This is an optimization exercise on Yosys and OpenROAD, whose aim is a short achievable clock period and few clock cycles per item, not a production implementation. In this exercise RTL edits were held to simulation tests only and were not proved equivalent to the original. No driver is modelled on the clock port, so clocking that relies on it looks cheaper here than on a real chip.

## nickel
Design swt16_top, start of the top module:
module swt16_top (
   input  wire        clock,
   input  wire        rst,
   input  wire        instr_valid,
   input  wire [15:0] instr,
   output wire        instr_ready,
   output wire        wb_valid,
   input  wire        wb_ready,
   output wire [3:0]  wb_reg_idx,
   output wire [15:0] wb_data
);
   localparam int QD = 6;    
   logic        rdy_q;
   logic        f_v;
   logic [15:0] f_ins;
   logic [15:0] f_s1oh, f_s2oh;    
   logic        acc_any;    
   logic        f_nop;      
   logic        acc_res;
   assign acc_any = instr_valid && rdy_q;
   assign acc_res = instr_valid && rdy_q &&
                    (instr[15:12] != 4'd0) && (instr[15:12] <= 4'd9);
   always_ff @(posedge clock) begin
      f_ins <= instr;
      for (int j = 0; j < 16; j++) begin
         f_s1oh[j] <= (instr[7:4] == 4'(j));
         f_s2oh[j] <= (instr[3:0] == 4'(j));
      end
      if (rst) f_v <= 1'b0;
      else     f_v <= acc_res;
      if (rst) f_nop <= 1'b0;
      else     f_nop <= acc_any && !acc_res;
   end
   wire [3:0] f_op  = f_ins[15:12];
   wire [3:0] f_rd  = f_ins[11:8];
   wire [3:0] f_rs1 = f_ins[7:4];
   wire [3:0] f_rs2 = f_ins[3:0];
   wire       f_ldi = (f_op == 4'd1);
   wire       f_shift = (f_op == 4'd7) || (f_op == 4'd8) || (f_op == 4'd9);
   wire       f_enp   = (f_op == 4'd1) || (f_op == 4'd2) || (f_op == 4'd3)
                     || (f_op == 4'd5) || (f_op == 4'd6);
   logic        d_v;
   logic [3:0]  d_rd;
   logic        d_ldi, d_add, d_sub, d_and, d_or, d_xor, d_sll, d_sr, d_sra;
   logic [15:0] d_ax, d_bx;      
   logic        d_a_r, d_a_f, d_b_rp, d_b_rn, d_b_f;    
   logic [15:0] f_rf1, f_rf2;
   logic        d_none, d_only_a, d_only_b, d_both;    
   logic        d_bsa, d_bsb;                          
   logic        d_mpx, d_shift, d_enp;
   logic        e_v;
  ...
Settings: LEC_CHECK=0, CAP_MARGIN=20, CORE_MARGIN=2, CORE_UTILIZATION=40, SETUP_SLACK_MARGIN=3.6, SLEW_MARGIN=20, DONT_USE_CELLS=sky130_fd_sc_hd__a2111oi_0 sky130_fd_sc_hd__a2111oi_1 sky130_fd_sc_hd__a2111oi_2 sky130_fd_sc_hd__a2111oi_4 sky130_fd_sc_hd__a2111o_1 sky130_fd_sc_hd__a2111o_2 sky130_fd_sc_hd__a2111o_4 sky130_fd_sc_hd__o2111ai_1 sky130_fd_sc_hd__o2111ai_2 sky130_fd_sc_hd__o2111ai_4 sky130_fd_sc_hd__o2111a_1 sky130_fd_sc_hd__o2111a_2 sky130_fd_sc_hd__o2111a_4 sky130_fd_sc_hd__mux4_1 sky130_fd_sc_hd__mux4_2 sky130_fd_sc_hd__mux4_4 sky130_fd_sc_hd__or4_1 sky130_fd_sc_hd__or4_2 sky130_fd_sc_hd__or4_4 sky130_fd_sc_hd__or4b_1 sky130_fd_sc_hd__or4b_2 sky130_fd_sc_hd__or4b_4 sky130_fd_sc_hd__or4bb_1 sky130_fd_sc_hd__or4bb_2 sky130_fd_sc_hd__or4bb_4 sky130_fd_sc_hd__nor4_1 sky130_fd_sc_hd__nor4_2 sky130_fd_sc_hd__nor4_4 sky130_fd_sc_hd__nor4b_1 sky130_fd_sc_hd__nor4b_2 sky130_fd_sc_hd__nor4b_4 sky130_fd_sc_hd__nor4bb_1 sky130_fd_sc_hd__nor4bb_2 sky130_fd_sc_hd__nor4bb_4 sky130_fd_sc_hd__or3_1 sky130_fd_sc_hd__or3_2 sky130_fd_sc_hd__or3_4 sky130_fd_sc_hd__or3b_1 sky130_fd_sc_hd__or3b_2 sky130_fd_sc_hd__or3b_4 sky130_fd_sc_hd__a222oi_1 sky130_fd_sc_hd__and4_0 sky130_fd_sc_hd__and4_1 sky130_fd_sc_hd__and4_2 sky130_fd_sc_hd__and4_4 sky130_fd_sc_hd__and4b_0 sky130_fd_sc_hd__and4b_1 sky130_fd_sc_hd__and4b_2 sky130_fd_sc_hd__and4b_4 sky130_fd_sc_hd__and4bb_0 sky130_fd_sc_hd__and4bb_1 sky130_fd_sc_hd__and4bb_2 sky130_fd_sc_hd__and4bb_4 sky130_fd_sc_hd__nand4_0 sky130_fd_sc_hd__nand4_1 sky130_fd_sc_hd__nand4_2 sky130_fd_sc_hd__nand4_4 sky130_fd_sc_hd__nand4b_0 sky130_fd_sc_hd__nand4b_1 sky130_fd_sc_hd__nand4b_2 sky130_fd_sc_hd__nand4b_4 sky130_fd_sc_hd__nand4bb_0 sky130_fd_sc_hd__nand4bb_1 sky130_fd_sc_hd__nand4bb_2 sky130_fd_sc_hd__nand4bb_4 sky130_fd_sc_hd__a311oi_0 sky130_fd_sc_hd__a311oi_1 sky130_fd_sc_hd__a311oi_2 sky130_fd_sc_hd__a311oi_4 sky130_fd_sc_hd__a311o_0 sky130_fd_sc_hd__a311o_1 sky130_fd_sc_hd__a311o_2 sky130_fd_sc_hd__a311o_4 sky130_fd_sc_hd__o311ai_0 sky130_fd_sc_hd__o311ai_1 sky130_fd_sc_hd__o311ai_2 sky130_fd_sc_hd__o311ai_4 sky130_fd_sc_hd__o311a_0 sky130_fd_sc_hd__o311a_1 sky130_fd_sc_hd__o311a_2 sky130_fd_sc_hd__o311a_4 sky130_fd_sc_hd__a41oi_0 sky130_fd_sc_hd__a41oi_1 sky130_fd_sc_hd__a41oi_2 sky130_fd_sc_hd__a41oi_4 sky130_fd_sc_hd__a41o_0 sky130_fd_sc_hd__a41o_1 sky130_fd_sc_hd__a41o_2 sky130_fd_sc_hd__a41o_4 sky130_fd_sc_hd__o41ai_0 sky130_fd_sc_hd__o41ai_1 sky130_fd_sc_hd__o41ai_2 sky130_fd_sc_hd__o41ai_4 sky130_fd_sc_hd__o41a_0 sky130_fd_sc_hd__o41a_1 sky130_fd_sc_hd__o41a_2 sky130_fd_sc_hd__o41a_4 sky130_fd_sc_hd__a2bb2oi_0 sky130_fd_sc_hd__a2bb2oi_1 sky130_fd_sc_hd__a2bb2oi_2 sky130_fd_sc_hd__a2bb2oi_4 sky130_fd_sc_hd__o2bb2ai_0 sky130_fd_sc_hd__o2bb2ai_1 sky130_fd_sc_hd__o2bb2ai_2 sky130_fd_sc_hd__o2bb2ai_4 sky130_fd_sc_hd__a221oi_0 sky130_fd_sc_hd__a221oi_1 sky130_fd_sc_hd__a221oi_2 sky130_fd_sc_hd__a221oi_4 sky130_fd_sc_hd__o221ai_0 sky130_fd_sc_hd__o221ai_1 sky130_fd_sc_hd__o221ai_2 sky130_fd_sc_hd__o221ai_4 sky130_fd_sc_hd__a32oi_0 sky130_fd_sc_hd__a32oi_1 sky130_fd_sc_hd__a32oi_2 sky130_fd_sc_hd__a32oi_4 sky130_fd_sc_hd__o32ai_0 sky130_fd_sc_hd__o32ai_1 sky130_fd_sc_hd__o32ai_2 sky130_fd_sc_hd__o32ai_4 sky130_fd_sc_hd__and3b_0 sky130_fd_sc_hd__and3b_1 sky130_fd_sc_hd__and3b_2 sky130_fd_sc_hd__and3b_4 sky130_fd_sc_hd__nor3b_0 sky130_fd_sc_hd__nor3b_1 sky130_fd_sc_hd__nor3b_2 sky130_fd_sc_hd__nor3b_4 sky130_fd_sc_hd__or2b_0 sky130_fd_sc_hd__or2b_1 sky130_fd_sc_hd__or2b_2 sky130_fd_sc_hd__or2b_4  sky130_fd_sc_hd__mux2_1 sky130_fd_sc_hd__mux2_2 sky130_fd_sc_hd__mux2_4 sky130_fd_sc_hd__mux2_8 sky130_fd_sc_hd__mux2i_1 sky130_fd_sc_hd__mux2i_2 sky130_fd_sc_hd__mux2i_4 sky130_fd_sc_hd__mux2i_8  sky130_fd_sc_hd__a221o_1 sky130_fd_sc_hd__a221o_2 sky130_fd_sc_hd__a221o_4 sky130_fd_sc_hd__a211o_1 sky130_fd_sc_hd__a211o_2 sky130_fd_sc_hd__a211o_4 sky130_fd_sc_hd__a21o_1 sky130_fd_sc_hd__a21o_2 sky130_fd_sc_hd__a21o_4 sky130_fd_sc_hd__a22o_1 sky130_fd_sc_hd__a22o_2 sky130_fd_sc_hd__a22o_4 sky130_fd_sc_hd__o221a_1 sky130_fd_sc_hd__o221a_2 sky130_fd_sc_hd__o221a_4 sky130_fd_sc_hd__o211a_1 sky130_fd_sc_hd__o211a_2 sky130_fd_sc_hd__o211a_4 sky130_fd_sc_hd__o21a_1 sky130_fd_sc_hd__o21a_2 sky130_fd_sc_hd__o21a_4 sky130_fd_sc_hd__o22a_1 sky130_fd_sc_hd__o22a_2 sky130_fd_sc_hd__o22a_4 sky130_fd_sc_hd__a2bb2o_1 sky130_fd_sc_hd__a2bb2o_2 sky130_fd_sc_hd__a2bb2o_4 sky130_fd_sc_hd__o2bb2a_1 sky130_fd_sc_hd__o2bb2a_2 sky130_fd_sc_hd__o2bb2a_4 sky130_fd_sc_hd__a21bo_1 sky130_fd_sc_hd__a21bo_2 sky130_fd_sc_hd__a21bo_4 sky130_fd_sc_hd__o21ba_1 sky130_fd_sc_hd__o21ba_2 sky130_fd_sc_hd__o21ba_4 sky130_fd_sc_hd__a32o_1 sky130_fd_sc_hd__a32o_2 sky130_fd_sc_hd__a32o_4 sky130_fd_sc_hd__o32a_1 sky130_fd_sc_hd__o32a_2 sky130_fd_sc_hd__o32a_4 sky130_fd_sc_hd__a31o_1 sky130_fd_sc_hd__a31o_2 sky130_fd_sc_hd__a31o_4 sky130_fd_sc_hd__o31a_1 sky130_fd_sc_hd__o31a_2 sky130_fd_sc_hd__o31a_4 sky130_fd_sc_hd__a311o_1 sky130_fd_sc_hd__a311o_2 sky130_fd_sc_hd__a311o_4 sky130_fd_sc_hd__o311a_1 sky130_fd_sc_hd__o311a_2 sky130_fd_sc_hd__o311a_4 , BUFFER_PORTS_ARGS=-buffer_cell sky130_fd_sc_hd__buf_4, PRE_CTS_TCL=/design/flow/flow/cts_pre.tcl; clock period 4.6 ns.
standard.sh (not shown) runs the stock make flow with config.mk's settings and CLKGATE_MAP_FILE= SYNTH_SCRIPT=/design/flow/synth_recipe.tcl, a recipe that flattens the netlist after the stock synthesis.
==> flow/flow/run.sh <==
#!/bin/bash
# Standard ORFS layout (the standard.sh, all steps) with three settings
# added to config.mk:
#  - slow cells (4-input and/or stacks, mux4, mux2, a2111/o2111, and the
#    two-stage non-inverting and-or/or-and gates) are added to the don't-use
#    list, so synthesis and repair build the logic from faster gates. Only
#    combinational cells are listed: the registers are mapped exactly as in
#    the standard synthesis.
#  - the port buffers are inserted as buf_4 instead of the default delay-type
#    buffer, which footprint-matched resizing can not replace later.
#  - cts_pre.tcl (PRE_CTS_TCL) keeps TritonCTS's leaf buffers but replaces
#    its upper tree by four clkbuf_16 fed straight from the clock port, so
#    every register is two buffers from the port (a shorter, balanced tree).
# Each ORFS step logs to orfs/logs/...; standard.sh's own output goes to
# standard.log.
set -euo pipefail
here=$(cd "$(dirname "$0")" && pwd)
echo "export DONT_USE_CELLS = $(cat "$here/dont_use.txt")" >> config.mk
echo "export BUFFER_PORTS_ARGS = -buffer_cell sky130_fd_sc_hd__buf_4" >> config.mk
echo "export PRE_CTS_TCL = $here/cts_pre.tcl" >> config.mk
bash standard.sh > standard.log 2>&1
Other scripts of this flow, unchanged in this note and not shown: flow/flow/cts_pre.tcl, flow/flow/dont_use.txt
Testbench counts of nickel, summed over its fixed seeds: cycles 40,040, items 40,000.
#### Input delta (lagoon over nickel)
-- flow/design.v --
<<< nickel, line 54
   logic [15:0] f_ins;
   logic [15:0] f_s1oh, f_s2oh;    
   logic        acc_any;    
   logic        f_nop;      
   logic        acc_res;
   assign acc_any = instr_valid && rdy_q;
   assign acc_res = instr_valid && rdy_q &&
                    (instr[15:12] != 4'd0) && (instr[15:12] <= 4'd9);
>>> lagoon, line 54
   logic [15:0] f_ins;
   logic [15:0] f_s1oh, f_s2oh;    
   logic        acc_res;
   assign acc_res = instr_valid && rdy_q &&
                    (instr[15:12] != 4'd0) && (instr[15:12] <= 4'd9);
<<< nickel, line 68
      if (rst) f_v <= 1'b0;
      else     f_v <= acc_res;
      if (rst) f_nop <= 1'b0;
      else     f_nop <= acc_any && !acc_res;
   end
   wire [3:0] f_op  = f_ins[15:12];
>>> lagoon, line 65
      if (rst) f_v <= 1'b0;
      else     f_v <= acc_res;
   end
   wire [3:0] f_op  = f_ins[15:12];
<<< nickel, line 93
   logic [15:0] e_p, e_g;      
   logic [15:0] e_sa;          
   logic [3:0]  e_ll;          
   logic [3:0]  e_rl;          
   logic [1:0]  e_hb;          
   logic        r_v;
   logic [3:0]  r_rd;
>>> lagoon, line 88
   logic [15:0] e_p, e_g;      
   logic [15:0] e_sa;          
   logic [3:0]  e_ll, e_lh;    
   logic [3:0]  e_rl, e_rh;    
   logic        r_v;
   logic [3:0]  r_rd;
<<< nickel, line 181
   wire [15:0] carry = {gk[4][14:0], 1'b0};
   wire       fill  = e_sra & e_sa[15];
   wire [3:0] hb_oh = 4'b0001 << e_hb;
   logic [15:0] tl, tr, shl, shr;
   always_comb begin
>>> lagoon, line 175
   wire [15:0] carry = {gk[4][14:0], 1'b0};
   wire       fill  = e_sra & e_sa[15];
   logic [15:0] tl, tr, shl, shr;
   always_comb begin
<<< nickel, line 196
         shr[i] = 1'b0;
         for (int m = 0; m < 4; m++) begin
            if (i - 4 * m >= 0) shl[i] = shl[i] | (tl[i - 4 * m] & hb_oh[m]);
            shr[i] = shr[i] | (((i + 4 * m <= 15) ? tr[i + 4 * m] : fill) & hb_oh[m]);
         end
      end
>>> lagoon, line 189
         shr[i] = 1'b0;
         for (int m = 0; m < 4; m++) begin
            if (i - 4 * m >= 0) shl[i] = shl[i] | (tl[i - 4 * m] & e_lh[m]);
            shr[i] = shr[i] | (((i + 4 * m <= 15) ? tr[i + 4 * m] : fill) & e_rh[m]);
         end
      end
<<< nickel, line 252
      for (int k = 0; k < 4; k++) begin
         e_ll[k] <= d_sll && (amt_next[1:0] == 2'(k));
         e_rl[k] <= d_sr && (amt_next[1:0] == 2'(k));
      end
      e_hb   <= amt_next[3:2];
   end
   always_ff @(posedge clock) begin
>>> lagoon, line 245
      for (int k = 0; k < 4; k++) begin
         e_ll[k] <= d_sll && (amt_next[1:0] == 2'(k));
         e_lh[k] <= d_sll && (amt_next[3:2] == 2'(k));
         e_rl[k] <= d_sr && (amt_next[1:0] == 2'(k));
         e_rh[k] <= d_sr && (amt_next[3:2] == 2'(k));
      end
   end
   always_ff @(posedge clock) begin
<<< nickel, line 285
   wire [QD-1:0] ow_up = {ow_th[QD-2:0], 1'b1};
   wire [QD-1:0] ow_dn = {1'b0, ow_th[QD-1:1]};
   wire [QD-1:0] ow_d2 = {2'b00, ow_th[QD-1:2]};
   wire [QD-1:0] ow_u  = f_nop ? ow_th : ow_up;    
   wire [QD-1:0] ow_s  = f_nop ? ow_dn : ow_th;    
   wire [QD-1:0] ow_d  = f_nop ? ow_d2 : ow_dn;    
   wire [QD-1:0] ow_next = acc_any ? (mv ? ow_s : ow_u) : (mv ? ow_d : ow_s);
   wire [QD-1:0] q_up  = {q_th[QD-2:0], 1'b1};
   wire [QD-1:0] q_dn  = {1'b0, q_th[QD-1:1]};
   wire [QD-1:0] q_mv1 = r_v ? q_th : q_dn;
   wire [QD-1:0] q_mv0 = r_v ? q_up : q_th;
   wire rdy_next = !ow_next[QD-1];
   always_ff @(posedge clock) begin
      for (int i = 0; i < QD; i++) begin
>>> lagoon, line 279
   wire [QD-1:0] ow_up = {ow_th[QD-2:0], 1'b1};
   wire [QD-1:0] ow_dn = {1'b0, ow_th[QD-1:1]};
   wire [QD-1:0] q_up  = {q_th[QD-2:0], 1'b1};
   wire [QD-1:0] q_dn  = {1'b0, q_th[QD-1:1]};
   wire [QD-1:0] q_mv1 = r_v ? q_th : q_dn;
   wire [QD-1:0] q_mv0 = r_v ? q_up : q_th;
   wire rdy_next = (acc_res && !mv) ? !ow_th[QD-2] : ((!acc_res && mv) ? 1'b1 : !ow_th[QD-1]);
   always_ff @(posedge clock) begin
      for (int i = 0; i < QD; i++) begin
<<< nickel, line 312
         if (mv)  q_rp <= {q_rp[QD-2:0], q_rp[QD-1]};
         q_th  <= mv ? q_mv1 : q_mv0;
         ow_th <= ow_next;
         if (o_load) o_v <= head_av;
         rdy_q <= rdy_next;
>>> lagoon, line 301
         if (mv)  q_rp <= {q_rp[QD-2:0], q_rp[QD-1]};
         q_th  <= mv ? q_mv1 : q_mv0;
         ow_th <= mv ? (acc_res ? ow_th : ow_dn) : (acc_res ? ow_up : ow_th);
         if (o_load) o_v <= head_av;
         rdy_q <= rdy_next;
--- outcome ---
Re die area: lagoon and nickel aren't equal, and the higher value belongs to nickel.
lagoon against nickel: global-route wire length before repair now smaller, delay of the slowest critical-path stage now smaller, number of cells in the finished layout apart from fillers now smaller, via count now smaller.
Comparing lagoon and nickel, the lower sequential share of layout area was measured on nickel.
Number of standard-cell rows in the floorplan sits lower in lagoon than in nickel.
The detailed-route wire length on metal 1 in lagoon sits 0.66% below the value recorded for nickel.
Comparing lagoon and nickel, number of nets produced by synthesis is higher on nickel.
nickel → lagoon: number of antenna violations at the first check in global routing went down by 8; post-route worst setup slack went down; transition at the pin with the smallest max-transition slack decreased 80 ps; cell area after layout -about 0.9%.
Testbench counts of lagoon, summed over its fixed seeds: cycles 40,040, items 40,000.

==> static timing again, ports no longer ideal <==
The results above use ideal ports. As a check the final layouts listed here were re-extracted and re-timed, cells and wires unchanged. Step 1 (the two cells are an assumption about what drives the block):
set clk [get_ports {clock}]
set_driving_cell -lib_cell sky130_fd_sc_hd__clkbuf_16 $clk
set_driving_cell -lib_cell sky130_fd_sc_hd__buf_2 [delete_from_list [all_inputs] $clk]
Step 2 moves the port delays by t, midway between the first and last clock arrival at a register: inputs arrive t later, outputs are due t later. That takes back most of the time a late clock gives input paths. Three values: no drivers, after step 1, after step 2; two values: the first two.
run	t, ns	setup slack, ns	latest minus earliest clock arrival (ns)	worst slew at a driven data input, ns	pins driven straight from the clock port
nickel	0.599	2.661 / 2.597 / 2.429	0.046 / 0.047	0.36	4
lagoon	0.605	2.589 / 2.589 / 2.209	0.037 / 0.037	0.14	4
After both steps every run listed still meets setup and hold. The setup slack of lagoon, which loses most, moves by 0.000 ns with the drivers and by -0.380 ns with both steps.
